Background: an optimization exercise with open tools, aiming at small area and a short achievable clock period. Do not read the settings as production practice. Function was checked by simulation only, so behaviour that the tests miss may differ from the original. Power figures rest on the tool's default switching activity, not on a simulated workload.

**design/flow/run.sh**
```bash
#!/bin/bash
# synth_recipe.tcl (not shown) runs the flow's synth.tcl, then flattens the netlist and writes it again
# the make line also repeats each setting of config.mk as NAME=value (left out here)
make -C /OpenROAD-flow-scripts/flow DESIGN_CONFIG=/design/flow/config.mk WORK_HOME=/design/flow/orfs CLKGATE_MAP_FILE= SYNTH_SCRIPT=/design/flow/synth_recipe.tcl finish
```
**design/flow/config.mk**
```make
export PLATFORM = sky130hd
export DESIGN_NAME = kiwi_backend
export DESIGN_NICKNAME = kiwi_backend
export VERILOG_FILES = /design/flow/design.v
export SDC_FILE = /design/flow/constraint.sdc
export NUM_CORES = 8
export LEC_CHECK = 0
export CAP_MARGIN = 20
export CORE_MARGIN = 2
export CORE_UTILIZATION = 40
export SLEW_MARGIN = 20
```
**design/flow/constraint.sdc**
```tcl
create_clock -name core_clock -period 6.0 [get_ports {clk}]
set_input_delay 1.2000 -clock core_clock [delete_from_list [all_inputs] [get_ports {clk}]]
set_output_delay 1.2000 -clock core_clock [all_outputs]
set_load 0.01 [all_outputs]
```
**design/flow/design.v**
```verilog
package kiwi_pkg;
	localparam int XLEN = 64;
	localparam logic [3:0] FUNC_ADD  = 4'd0;
	localparam logic [3:0] FUNC_SUB  = 4'd1;
	localparam logic [3:0] FUNC_AND  = 4'd2;
	localparam logic [3:0] FUNC_OR   = 4'd3;
	localparam logic [3:0] FUNC_XOR  = 4'd4;
	localparam logic [3:0] FUNC_SLL  = 4'd5;
	localparam logic [3:0] FUNC_SRL  = 4'd6;
	localparam logic [3:0] FUNC_SRA  = 4'd7;
	localparam logic [3:0] FUNC_SLT  = 4'd8;
	localparam logic [3:0] FUNC_SLTU = 4'd9;
	localparam int ISSUE_W = 38;
	localparam int RESULT_W = 75;
endpackage
module operand_read (
	input  logic         clk,
	input  logic         rst_n_i,
	input  logic [75:0]  issue_i,
	input  logic [1:0]   wr_en_i,
	input  logic [9:0]   wr_rd_i,
	input  logic [127:0] wr_value_i,
	output logic [1:0]   op_valid_o,
	output logic [7:0]   op_sid_o,
	output logic [7:0]   op_func_o,
	output logic [1:0]   op_use_imm_o,
	output logic [23:0]  op_imm_o,
	output logic [9:0]   op_rd_o,
	output logic [1:0]   op_rd_valid_o,
	output logic [127:0] op_rs1_value_o,
	output logic [127:0] op_rs2_value_o
);
	logic [63:0] regfile [0:31];
	logic [31:0] reg_written;
	logic [127:0] rs1_value_d;
	logic [127:0] rs2_value_d;
	function automatic logic [63:0] read_reg(
		input logic [4:0]   idx,
		input logic [31:0]  written,
		input logic [63:0]  entry,
		input logic [1:0]   wen,
		input logic [9:0]   wrd,
		input logic [127:0] wvalue
	);
		logic [63:0] value;
		value = written[idx] ? entry : 64'd0;
		for (int w = 0; w < 2; w++) begin
			if (wen[w] && wrd[5*w +: 5] == idx) begin
				value = wvalue[64*w +: 64];
			end
		end
		if (idx == 5'd0) begin
			value = 64'd0;
		end
		read_reg = value;
	endfunction
	always_ff @(posedge clk) begin
		for (int w = 0; w < 2; w++) begin
			if (wr_en_i[w]) begin
				regfile[wr_rd_i[5*w +: 5]] <= wr_value_i[64*w +: 64];
			end
		end
	end
	always_ff @(posedge clk or negedge rst_n_i) begin
		if (!rst_n_i) begin
			reg_written <= '0;
		end else begin
			for (int w = 0; w < 2; w++) begin
				if (wr_en_i[w]) begin
					reg_written[wr_rd_i[5*w +: 5]] <= 1'b1;
				end
			end
		end
	end
	always_comb begin
		for (int k = 0; k < 2; k++) begin
			rs1_value_d[64*k +: 64] = read_reg(issue_i[38*k + 24 +: 5], reg_written,
				regfile[issue_i[38*k + 24 +: 5]], wr_en_i, wr_rd_i, wr_value_i);
			rs2_value_d[64*k +: 64] = read_reg(issue_i[38*k + 19 +: 5], reg_written,
				regfile[issue_i[38*k + 19 +: 5]], wr_en_i, wr_rd_i, wr_value_i);
		end
	end
	always_ff @(posedge clk or negedge rst_n_i) begin
		if (!rst_n_i) begin
			op_valid_o <= '0;
		end else begin
			for (int k = 0; k < 2; k++) begin
				op_valid_o[k] <= issue_i[38*k + 37];
			end
		end
	end
	always_ff @(posedge clk) begin
		for (int k = 0; k < 2; k++) begin
			if (issue_i[38*k + 37]) begin
				op_sid_o[4*k +: 4]        <= issue_i[38*k + 33 +: 4];
				op_func_o[4*k +: 4]       <= issue_i[38*k + 29 +: 4];
				op_use_imm_o[k]           <= issue_i[38*k + 18];
				op_imm_o[12*k +: 12]      <= issue_i[38*k + 6 +: 12];
				op_rd_o[5*k +: 5]         <= issue_i[38*k + 1 +: 5];
				op_rd_valid_o[k]          <= issue_i[38*k];
				op_rs1_value_o[64*k +: 64] <= rs1_value_d[64*k +: 64];
				op_rs2_value_o[64*k +: 64] <= rs2_value_d[64*k +: 64];
			end
		end
	end
endmodule
module alu_lane (
	input  logic         clk,
	input  logic         rst_n_i,
	input  logic         valid_i,
	input  logic [3:0]   sid_i,
	input  logic [3:0]   func_i,
	input  logic         use_imm_i,
	input  logic [11:0]  imm_i,
	input  logic [4:0]   rd_i,
	input  logic         rd_valid_i,
	input  logic [63:0]  rs1_value_i,
	input  logic [63:0]  rs2_value_i,
	output logic [74:0]  result_o
);
	logic [63:0] op_a;
	logic [63:0] op_b;
	logic [63:0] imm_ext;
	logic [5:0]  shamt;
	logic [63:0] alu_out;
	logic        valid_q;
	logic [73:0] result_q;
	assign imm_ext = {{52{imm_i[11]}}, imm_i};
	assign op_a  = rs1_value_i;
	assign op_b  = use_imm_i ? imm_ext : rs2_value_i;
	assign shamt = op_b[5:0];
	always_comb begin
		case (func_i)
			kiwi_pkg::FUNC_ADD: begin
				alu_out = op_a + op_b;
			end
			kiwi_pkg::FUNC_SUB: begin
				alu_out = op_a - op_b;
			end
			kiwi_pkg::FUNC_AND: begin
				alu_out = op_a & op_b;
			end
			kiwi_pkg::FUNC_OR: begin
				alu_out = op_a | op_b;
			end
			kiwi_pkg::FUNC_XOR: begin
				alu_out = op_a ^ op_b;
			end
			kiwi_pkg::FUNC_SLL: begin
				alu_out = op_a << shamt;
			end
			kiwi_pkg::FUNC_SRL: begin
				alu_out = op_a >> shamt;
			end
			kiwi_pkg::FUNC_SRA: begin
				alu_out = $unsigned($signed(op_a) >>> shamt);
			end
			kiwi_pkg::FUNC_SLT: begin
				alu_out = {63'd0, ($signed(op_a) < $signed(op_b))};
			end
			kiwi_pkg::FUNC_SLTU: begin
				alu_out = {63'd0, (op_a < op_b)};
			end
			default: begin
				alu_out = '0;
			end
		endcase
	end
	always_ff @(posedge clk or negedge rst_n_i) begin
		if (!rst_n_i) begin
			valid_q <= 1'b0;
		end else begin
			valid_q <= valid_i;
		end
	end
	always_ff @(posedge clk) begin
		if (valid_i) begin
			result_q <= {sid_i, rd_i, rd_valid_i, alu_out};
		end
	end
	assign result_o = {valid_q, result_q};
endmodule
module write_back (
	input  logic         clk,
	input  logic         rst_n_i,
	input  logic [149:0] lane_result_i,
	output logic [1:0]   wr_en_o,
	output logic [9:0]   wr_rd_o,
	output logic [127:0] wr_value_o,
	output logic [149:0] retire_o
);
	logic [1:0]   valid;
	logic [1:0]   rd_valid;
	logic [9:0]   rd;
	logic [1:0]   wants_write;
	logic [1:0]   overridden;
	logic [1:0]   retire_valid_q;
	logic [147:0] retire_q;
	always_comb begin
		for (int k = 0; k < 2; k++) begin
			valid[k]         = lane_result_i[75*k + 74];
			rd[5*k +: 5]     = lane_result_i[75*k + 65 +: 5];
			rd_valid[k]      = lane_result_i[75*k + 64];
			wants_write[k]   = valid[k] && rd_valid[k] && rd[5*k +: 5] != 5'd0;
		end
	end
	always_comb begin
		overridden = '0;
		for (int k = 0; k < 2; k++) begin
			for (int j = k + 1; j < 2; j++) begin
				if (wants_write[j] && rd[5*j +: 5] == rd[5*k +: 5]) begin
					overridden[k] = 1'b1;
				end
			end
		end
	end
	always_comb begin
		for (int k = 0; k < 2; k++) begin
			wr_en_o[k]          = wants_write[k] && !overridden[k];
			wr_rd_o[5*k +: 5]   = rd[5*k +: 5];
			wr_value_o[64*k +: 64] = lane_result_i[75*k +: 64];
		end
	end
	always_ff @(posedge clk or negedge rst_n_i) begin
		if (!rst_n_i) begin
			retire_valid_q <= '0;
		end else begin
			retire_valid_q <= valid;
		end
	end
	always_ff @(posedge clk) begin
		for (int k = 0; k < 2; k++) begin
			if (valid[k]) begin
				retire_q[74*k +: 74] <= lane_result_i[75*k +: 74];
			end
		end
	end
	always_comb begin
		for (int k = 0; k < 2; k++) begin
			retire_o[75*k +: 75] = {retire_valid_q[k], retire_q[74*k +: 74]};
		end
	end
endmodule
module kiwi_backend (
	input  logic         clk,
	input  logic         rst_n_i,
	input  logic [75:0]  issue_i,
	output logic [149:0] retire_o
);
	logic [1:0]   op_valid;
	logic [7:0]   op_sid;
	logic [7:0]   op_func;
	logic [1:0]   op_use_imm;
	logic [23:0]  op_imm;
	logic [9:0]   op_rd;
	logic [1:0]   op_rd_valid;
	logic [127:0] op_rs1_value;
	logic [127:0] op_rs2_value;
	logic [149:0] lane_result;
	logic [1:0]   wr_en;
	logic [9:0]   wr_rd;
	logic [127:0] wr_value;
	operand_read operand_read_i (
		.clk(clk),
		.rst_n_i(rst_n_i),
		.issue_i(issue_i),
		.wr_en_i(wr_en),
		.wr_rd_i(wr_rd),
		.wr_value_i(wr_value),
		.op_valid_o(op_valid),
		.op_sid_o(op_sid),
		.op_func_o(op_func),
		.op_use_imm_o(op_use_imm),
		.op_imm_o(op_imm),
		.op_rd_o(op_rd),
		.op_rd_valid_o(op_rd_valid),
		.op_rs1_value_o(op_rs1_value),
		.op_rs2_value_o(op_rs2_value)
	);
	genvar k;
	generate
		for (k = 0; k < 2; k++) begin : g_lane
			alu_lane alu_lane_i (
				.clk(clk),
				.rst_n_i(rst_n_i),
				.valid_i(op_valid[k]),
				.sid_i(op_sid[4*k +: 4]),
				.func_i(op_func[4*k +: 4]),
				.use_imm_i(op_use_imm[k]),
				.imm_i(op_imm[12*k +: 12]),
				.rd_i(op_rd[5*k +: 5]),
				.rd_valid_i(op_rd_valid[k]),
				.rs1_value_i(op_rs1_value[64*k +: 64]),
				.rs2_value_i(op_rs2_value[64*k +: 64]),
				.result_o(lane_result[75*k +: 75])
			);
		end
	endgenerate
	write_back write_back_i (
		.clk(clk),
		.rst_n_i(rst_n_i),
		.lane_result_i(lane_result),
		.wr_en_o(wr_en),
		.wr_rd_o(wr_rd),
		.wr_value_o(wr_value),
		.retire_o(retire_o)
	);
endmodule
```
==> metrics.cfg <==
[global_route]
track_usage_pct = 38.6
grt_pass1_vias = 165712
grt_start_max_net_pins = 133
overflow = 0
grt_pass1_wl_mm = 1460
antenna_found_initial = 136

[setup_path]
critPathKind = reg -> reg
crit_top_cell = buf_4
path_buf_inv = 4
crit_path_end_kind = flip-flop
crit_family = compound AO/OA/AOI/OAI gates
cp_max_fo = 36
critPathLaunchType = flip-flop
critPathSlowestCell = nor3_1
path_cells = inv_2 -> buf_4 -> a21oi_1 -> ha_1 -> buf_4 -> nor2_1 -> nand2_1 -> nor3_1 -> nand2_1 -> a211o_1 -> a31oi_1 -> buf_4 -> o21ai_1 -> nor4b_1 -> nor3_1 -> a21oi_1 -> o211a_1 -> o21ai_1
critical_path_arrival_ps = 6620
required_ps = 6780
cpPeakStageDelay_ps = 680

[cells_and_area]
nets = 16358
syn2layout_area_growth_pct = 11.1
layout.area.seq_um2 = 80700
drive_above_1_share_pct = 40.1
design_area_um2 = 240000
fill_cells = 48614
multi_input_area_um2 = 127000

[floorplan]
rows = 269
start_util_pct = 40.2
core_area_um2 = 538000
die_area_um2 = 546000
fp.dieW_um = 739
io_pins = 228
die_y_um = 739

[outcome]
outcome = no timing/DRC/antenna violations

[detailed_routing]
ant_nets = 0
firstDrtPassIters = 14
routedWlPerCell_um = 46.6
drt_iter0_drc = 32261
drc = 0
routed_via_density = 7.52
vias = 175756
wirelength_mm = 1090

[synthesis]
synth_top_area_share_pct = 36.9
syn-num-nets = 16977
avgSynthCellArea_um2 = 13.1
ys_types = 103
synth_warnings = 3
ys.flop_type = edfxtp_1
yosysTopAreaCell = edfxtp_1
synth_seq_area_share_pct = 37.3
synth_cells = 16494
ys_top_cells_by_area = edfxtp_1, mux4_2, mux2_2, clkbuf_1, ha_1
synth.most_common_cell = edfxtp_1
synthesis.area_um2 = 216000
yosys-top-cells-count = edfxtp_1, mux4_2, mux2_2, clkbuf_1, nor2_1
async_reset_ff_share_pct = 1.41
synth_edf_count = 2654
yosys_register_bits = 2692

[place]
io_buffers = 227
gp_congestion = 1.03
dp_hpwl_mm = 719
placed_area_um2 = 229000

[worst_hold_path]
worstHoldPathType = in -> async

[timing]
finClkSkew_ps = 95.8
setup_viol = 0
timing.fmax_mhz = 171
slew_headroom_pct = 8.03
tightestPinTransition_ps = 1380
setup-tns-final_ps = 0
hold_viol = 0
min_period_ps = 5840
slew_violations = 0
rsz0062_at_grt = no
timing.final.crit_share_pct = 97.4

[clock_tree]
cts_tree = built
cts_buffers = 321
h-tree-depth = 5
numClockSinks = 2692
post_cts_resized = 0
cts_buffer_depth = 4
cts.clk_slew.worst_paths_ps = 70
ctsHoldBuffers = 0
post_cts_buffers = 0
insertion_delay_ps = 1080
clock-root-buffer = clkbuf_16

[power_and_ir_drop]
ir_drop_v = 0.000275
leakagePower_nw = 81.0
cellPowerDensity_nw_per_um2 = 315

[job]
maxCapViolations = 0

per-layer routing:
layer	vias up	track usage (%)	part of all wire, %
met4	90	27.7	9.0
met3	3987	16.2	16
met2	15946	55.9	42
li1	65916	-	-
met5	-	0.131	0.12
met1	89817	46.3	33
worst reg2reg max path: cells and delay by family, from the launching register on:
family / cells / cell delay, ps
DFF: 1 / 550
AOI/OAI and AO/OA: 7 / 1700
and+or+nand+nor: 6 / 1680
adders and majority gates: 1 / 330
buffers and inverters: 4 / 1340
final cells by class:
class,count,share of cell area [%]
Multi-Input combinational cell,11401,53.0
Sequential cell,2692,33.6
Timing Repair Buffer,1049,4.43
Tap cell,7181,3.74
Clock buffer,385,3.52
Clock inverter,204,0.948
Inverter,410,0.646
Antenna cell,57,0.0594
power by group:
part	internal [W]	switching [W]	leakage [nW]
combinational	0.0101	0.0205	50.6
clock	0.0118	0.00901	5.20
sequential	0.0227	0.00139	25.1
cells in the final DEF (no fill, tap or decap), drive strengths merged, types with 143 or more instances in the layout:
cell type	instances
a211oi	339
ha	401
a22oi	281
a21oi	732
nor3	165
clkdlybuf4s50	204
o211ai	162
mux4	2615
mux2i	452
nor2	1113
inv	417
clkinv	143
buf	844
clkbuf	386
o21ai	669
mux2	2328
edfxtp	2654
nand2	655
worst paths after layout:
path,from,endpoint,slack (ps),cells after the start
worst max-delay path,operand_read_i.op_use_imm_o[1],g_lane[1].alu_lane_i.result_q[49],160,18
worst min-delay path,rst_n_i,g_lane[1].alu_lane_i.valid_q,220,1
worst max register to register,operand_read_i.op_use_imm_o[1],g_lane[1].alu_lane_i.result_q[49],160,18
worst min register to register,g_lane[1].alu_lane_i.result_q[73],write_back_i.retire_q[147],400,0
max in group asynchronous,rst_n_i,g_lane[0].alu_lane_i.valid_q,5310,1
min in group core_clock,g_lane[1].alu_lane_i.result_q[73],write_back_i.retire_q[147],400,0
flip-flops by register name, summed over array words and instances (netlist names):
signal / count
operand_read_i.op_rs2_value_o: 128
operand_read_i.op_valid_o: 2
g_lane.alu_lane_i.valid_q: 2
write_back_i.retire_valid_q: 2
operand_read_i.op_imm_o: 24
operand_read_i.op_use_imm_o: 2
operand_read_i.op_sid_o: 8
operand_read_i.reg_written: 32
operand_read_i.op_func_o: 8
operand_read_i.regfile: 2048
operand_read_i.op_rd_valid_o: 2
operand_read_i.op_rs1_value_o: 128
write_back_i.retire_q: 148
g_lane.alu_lane_i.result_q: 148
operand_read_i.op_rd_o: 10
stage by stage:
step / worst slack, ps / std cells / utilization (%) / hold WS [ps] / total power, W
global route: 220 / 23328 / 44.6 / 259 / 0.0768
CTS: 382 / 23319 / 44.6 / 390 / 0.0738
floorplan: -1700 / 16494 / - / 400 / 0.0406
global placement: 396 / 22727 / 42.6 / 401 / 0.0532
finish: 158 / 23379 / 44.7 / 224 / 0.0755
detailed placement: 407 / 22730 / 42.6 / 405 / 0.0532
cells by family (layout without fill, tap and decap cells):
| kind of cell | Yosys count | in the layout | share of synthesized area (%) |
|---|---|---|---|
| AO/OA/AOI/OAI | 3040 | 3040 | 9.18 |
| XOR/XNOR | 118 | 118 | 0.478 |
| adder cells (fa/ha/maj) | 405 | 405 | 2.36 |
| buffers and inverters | 2401 | 2048 | 4.25 |
| flip-flops | 2692 | 2692 | 37.3 |
| multiplexers | 5395 | 5395 | 41.5 |
| other | 0 | 57 | 0 |
| AND/OR/NAND/NOR | 2443 | 2443 | 4.91 |

[separate check: timing with driven ports]
The results above use ideal ports. As a check the final layout listed here was re-extracted and re-timed, cells and wires unchanged. Step 1 (the two cells are an assumption about what drives the block):
set clk [get_ports {clk}]
set_driving_cell -lib_cell sky130_fd_sc_hd__clkbuf_16 $clk
set_driving_cell -lib_cell sky130_fd_sc_hd__buf_2 [delete_from_list [all_inputs] $clk]
Step 2 times the ports against the registers' clock, not the clock port: input delays grow and output delays shrink by t, the midpoint of the rising clock arrivals with the driver on. Slacks: ideal ports / drivers / drivers and shift; pairs: ideal ports / drivers.
t, ns: 1.165
slack for setup (ns): 0.158 / 0.158 / 0.158
worst register clock-pin slew, ns: 0.08 / 0.08
After both steps setup and hold are still met in this run. For this run, drivers alone change the setup slack by 0.000 ns; drivers and shift together by 0.000 ns.
